Source: an optimization exercise on an open RTL-to-GDS flow (aim: small area and a short achievable clock period). Production flows keep margins and buffers that such runs may drop. Function was checked by simulation only, so behaviour that the tests miss may differ from the original.

build 65:
// beamformer_top
module beamformer_top (
	input  wire         clock,
	input  wire         reset,
	input  wire         in_valid,
	input  wire [79:0]  sample_i,
	input  wire [79:0]  sample_q,
	input  wire         wr_en,
	input  wire [2:0]   wr_elem,
	input  wire [1:0]   wr_sel,
	input  wire [4:0]   wr_data,
	output wire         out_valid,
	output wire [15:0]  out_i,
	output wire [15:0]  out_q
);
==> flow/config.mk <==
export PLATFORM = sky130hd
export DESIGN_NAME = beamformer_top
export DESIGN_NICKNAME = beamformer_top
export VERILOG_FILES = /design/flow/design.v
export SDC_FILE = /design/flow/constraint.sdc
export NUM_CORES = 4
export LEC_CHECK = 0
export CAP_MARGIN = 20
export CORE_MARGIN = 2
export CORE_UTILIZATION = 55
export SETUP_SLACK_MARGIN = 5
export SLEW_MARGIN = 20
==> flow/constraint.sdc <==
create_clock -name core_clock -period 9.0 [get_ports {clock}]
set_input_delay 1.8000 -clock core_clock [delete_from_list [all_inputs] [get_ports {clock}]]
set_output_delay 1.8000 -clock core_clock [all_outputs]
set_load 0.01 [all_outputs]
standard.sh (not shown) runs the stock make flow with config.mk's settings and CLKGATE_MAP_FILE= SYNTH_SCRIPT=/design/flow/synth_recipe.tcl, a recipe that flattens the netlist after the stock synthesis.
==> flow/flow/run.sh <==
#!/bin/bash
set -euo pipefail
R=$PWD/orfs/results/sky130hd/beamformer_top/base
ARGS=(SETUP_SLACK_MARGIN=6.0
	"BUFFER_PORTS_ARGS=-buffer_cell sky130_fd_sc_hd__buf_2"
	"CTS_ARGS=-sink_clustering_enable -repair_clock_nets -dont_use_dummy_load")
bash standard.sh "${ARGS[@]}" "$R/1_2_yosys.v" > synth.log 2>&1
cp "$R/1_2_yosys.v" "$R/1_2_yosys.standard.v"
python3 flow/fixinv.py "$R/1_2_yosys.standard.v" "$R/1_2_yosys.v" > fixinv.log 2>&1
bash standard.sh "${ARGS[@]}" finish > layout.log 2>&1
Other scripts of this flow, unchanged in this note and not shown: flow/flow/fixinv.py
Inputs modified between build 65 and build 23:
- CORE_UTILIZATION now 65, was 55
[summary]
Build 23 vs build 65: layout cell share with drive strength beyond 1 down
Summary — final critical path time including I/O delays and setup, build 23 relative to build 65: higher, by 0.011 ns.
Compared to build 65, build 23 leaves less free space in the core.
For build 44, these inputs were changed with respect to build 23:
- changing CORE_UTILIZATION from 65 to 55
diff --git a/flow/flow/run.sh b/flow/flow/run.sh
--- a/flow/flow/run.sh
+++ b/flow/flow/run.sh
@@ -6 +6 @@
-	"CTS_ARGS=-sink_clustering_enable -repair_clock_nets -dont_use_dummy_load")
+	"CTS_ARGS=-sink_clustering_enable -repair_clock_nets -dont_use_dummy_load -sink_clustering_size 25 -sink_clustering_max_diameter 90")
[summary]
Between build 23 and build 44, the first-pass iteration count of the detailed router is higher for build 23. Compared to build 23, build 44 was floorplanned on a bigger die. H-tree level count | build 44 below build 23. Build 44 ends up with lower clock latency on the worst-skew pair than build 23 does. Sequential share of layout area ended up 0.23 points higher on build 44 than on build 23. The run with more routed wire is build 44, not build 23. [compare] base=build 23 new=build 44: worst reg-to-reg setup slack fell 0.04 ns; initial cell density of the core fell 10 points; via count fell about 2.2%; cell count rose 321. The area taken by flip-flops and latches of build 23 and that of build 44 are within noise of each other.
Input changes introduced in build 62 (baseline for comparison: build 44):
diff --git a/flow/flow/run.sh b/flow/flow/run.sh
--- a/flow/flow/run.sh
+++ b/flow/flow/run.sh
@@ -4 +4 @@
-ARGS=(SETUP_SLACK_MARGIN=6.0
+ARGS=(SETUP_SLACK_MARGIN=5.7
@@ -6 +6 @@
-	"CTS_ARGS=-sink_clustering_enable -repair_clock_nets -dont_use_dummy_load -sink_clustering_size 25 -sink_clustering_max_diameter 90")
+	"CTS_ARGS=-sink_clustering_enable -repair_clock_nets -dont_use_dummy_load")
Notes after the runs:
Run comparison: build 44 capture point of the worst path out_i[5]; build 62 capture point of the worst path bank[16][3]
Run comparison: build 62 critical path's slowest cell sky130_fd_sc_hd__or3_1; build 44 critical path's slowest cell sky130_fd_sc_hd__dfxtp_2
Average wire length per cell after detail routing was lower in the run labelled build 62.
Between build 62 and build 44, the number of nets in the synthesized netlist figures differ only marginally.
Build 62 against build 44: post-route fraction of the period consumed by the critical path went up, area added between synthesis and finish went down.
Relative to build 44, final setup slack of the worst path has gone down in build 62.
Number of nets with antenna violations after routing came out exactly the same in build 44 and build 62.

---

## try-juniper
Another version of the RTL of beamformer_top (not shown whole).
Size in the first run: roughly 8400 cells after synthesis, ~210 I/O pins, about 87000 um^2 of cells after synthesis.
==> flow/config.mk <==
export PLATFORM = sky130hd
export DESIGN_NAME = beamformer_top
export DESIGN_NICKNAME = beamformer_top
export VERILOG_FILES = /design/flow/design.v
export SDC_FILE = /design/flow/constraint.sdc
export NUM_CORES = 4
export LEC_CHECK = 0
export CAP_MARGIN = 20
export CORE_MARGIN = 2
export CORE_UTILIZATION = 55
export SETUP_SLACK_MARGIN = 5
export SLEW_MARGIN = 20
==> flow/constraint.sdc <==
create_clock -name core_clock -period 9.0 [get_ports {clock}]
set_input_delay 1.8000 -clock core_clock [delete_from_list [all_inputs] [get_ports {clock}]]
set_output_delay 1.8000 -clock core_clock [all_outputs]
set_load 0.01 [all_outputs]
==> flow/flow/run.sh <==
#!/bin/bash
set -euo pipefail
R=$PWD/orfs/results/sky130hd/beamformer_top/base
ARGS=(SETUP_SLACK_MARGIN=5.9
	"BUFFER_PORTS_ARGS=-buffer_cell sky130_fd_sc_hd__buf_2"
	"CTS_ARGS=-sink_clustering_enable -repair_clock_nets -dont_use_dummy_load -sink_clustering_size 25 -sink_clustering_max_diameter 90")
bash standard.sh "${ARGS[@]}" "$R/1_2_yosys.v" > synth.log 2>&1
cp "$R/1_2_yosys.v" "$R/1_2_yosys.standard.v"
python3 flow/fixinv.py "$R/1_2_yosys.standard.v" "$R/1_2_yosys.v" > fixinv.log 2>&1
bash standard.sh "${ARGS[@]}" finish > layout.log 2>&1
Other scripts of this flow, unchanged in this note and not shown: flow/flow/fixinv.py
For try-cedar, these inputs were changed with respect to try-juniper:
-- flow/flow/run.sh --
<<< try-juniper, line 4
ARGS=(SETUP_SLACK_MARGIN=5.9
>>> try-cedar, line 4
ARGS=(SETUP_SLACK_MARGIN=6.0
==> results.txt <==
try-cedar ended with every stage complete and zero timing, DRC or antenna violations.
try-cedar gives more area occupied by multi-input gates than try-juniper did.
The fraction of met3 tracks used by global routing on try-cedar is in line with that on try-juniper.
Layout filler cell count: try-cedar vs try-juniper — no meaningful difference
try-cedar reports a lower data arrival at the endpoint of the critical path than try-juniper does.
Compared try-cedar against try-juniper; clock buffer and inverter area fraction after layout within noise.
Looking at fraction of layout instances using a drive strength above 1, try-cedar sits 1.7 points above try-juniper.
Looking at clock-buffer cell count, try-cedar sits 2.8% above try-juniper.
#### Input delta (try-nickel over try-cedar)
-- flow/flow/run.sh --
<<< try-cedar, line 4
ARGS=(SETUP_SLACK_MARGIN=6.0
>>> try-nickel, line 4
ARGS=(SETUP_SLACK_MARGIN=6.1
Findings:
Number of buffers inserted during clock tree synthesis, try-nickel and try-cedar: larger value in try-cedar. On final routed wirelength across all metal layers, the higher figure sits with try-nickel, not try-cedar. try-nickel does worse than try-cedar on via count. Relative to try-cedar, met1 track demand over resource in global routing increased by 0.80 points in try-nickel. | total half-perimeter wirelength after legalization and detailed placement | try-nickel vs try-cedar | worse |. Compared to try-cedar, try-nickel has post-route clock skew 0.020 ns lower. try-nickel finished every stage and its layout cleared the timing, design-rule and antenna checks.
diff inputs: try-nickel => try-xenon
-- flow/flow/run.sh --
<<< try-nickel, line 4
ARGS=(SETUP_SLACK_MARGIN=6.1
>>> try-xenon, line 4
ARGS=(SETUP_SLACK_MARGIN=6.0
<<< try-nickel, line 6
	"CTS_ARGS=-sink_clustering_enable -repair_clock_nets -dont_use_dummy_load -sink_clustering_size 25 -sink_clustering_max_diameter 90")
>>> try-xenon, line 6
	"CTS_ARGS=-sink_clustering_enable -repair_clock_nets -dont_use_dummy_load -sink_clustering_size 30 -sink_clustering_max_diameter 100")
[summary]
- Re clock period minus worst slack: try-nickel and try-xenon aren't equal, and the higher value belongs to try-xenon.
- Going from try-nickel to try-xenon, met2 routed wirelength shrank slightly.
- | DRC violation count after routing | try-nickel vs try-xenon | ≈ equal |
- Global-route wire length before repair sits lower in try-xenon than in try-nickel.
- Compared with try-nickel, in try-xenon minimum setup slack after placement down 0.055 ns; met1 wire length down 2.1 mm.
- The lower utilization after layout of try-nickel and try-xenon is in try-xenon.
- On met3 track demand over resource in global routing, try-nickel and try-xenon are basically level.
- Worst path setup slack after routing: try-xenon vs try-nickel down 0.064 ns
- On final weighted congestion of routability-driven global placement: between try-nickel and try-xenon, it ends up higher for try-nickel.

-- port drivers added, routing unchanged --
No port has a modelled driver above. Below, the same layouts with a new extraction and two added sets of constraints.
Step 1 sets driving cells, clkbuf_16 on the clock port and buf_2 on the other inputs (assumed; they add their load-dependent delay and slew).
Step 2 times the ports against the registers' clock, not the clock port: input delays grow and output delays shrink by t, the midpoint of the rising clock arrivals with the driver on.
a / b / c = no drivers / after step 1 / after step 2; a / b = the first two.
run	t, ns	slack for setup (ns)	hold WS [ns]	clock arrival spread, ns
build 65	0.853	5.936 / 5.852 / 5.283	0.458 / 0.458 / 0.458	0.086 / 0.086
build 23	0.826	5.925 / 5.847 / 5.247	0.439 / 0.439 / 0.439	0.068 / 0.068
build 44	0.771	5.986 / 5.907 / 5.408	0.463 / 0.463 / 0.463	0.078 / 0.078
build 62	0.846	5.734 / 5.741 / 4.948	0.438 / 0.438 / 0.438	0.084 / 0.084
try-juniper	0.764	5.818 / 5.818 / 5.245	0.422 / 0.422 / 0.422	0.093 / 0.093
try-cedar	0.761	5.962 / 5.878 / 5.333	0.415 / 0.415 / 0.415	0.087 / 0.086
try-nickel	0.753	5.980 / 5.901 / 5.340	0.416 / 0.416 / 0.416	0.071 / 0.072
try-xenon	0.781	5.916 / 5.833 / 5.310	0.428 / 0.428 / 0.428	0.100 / 0.099
After both steps every run listed still meets setup and hold. The setup slack of build 62, which loses most, moves by +0.007 ns with the drivers and by -0.786 ns with both steps.
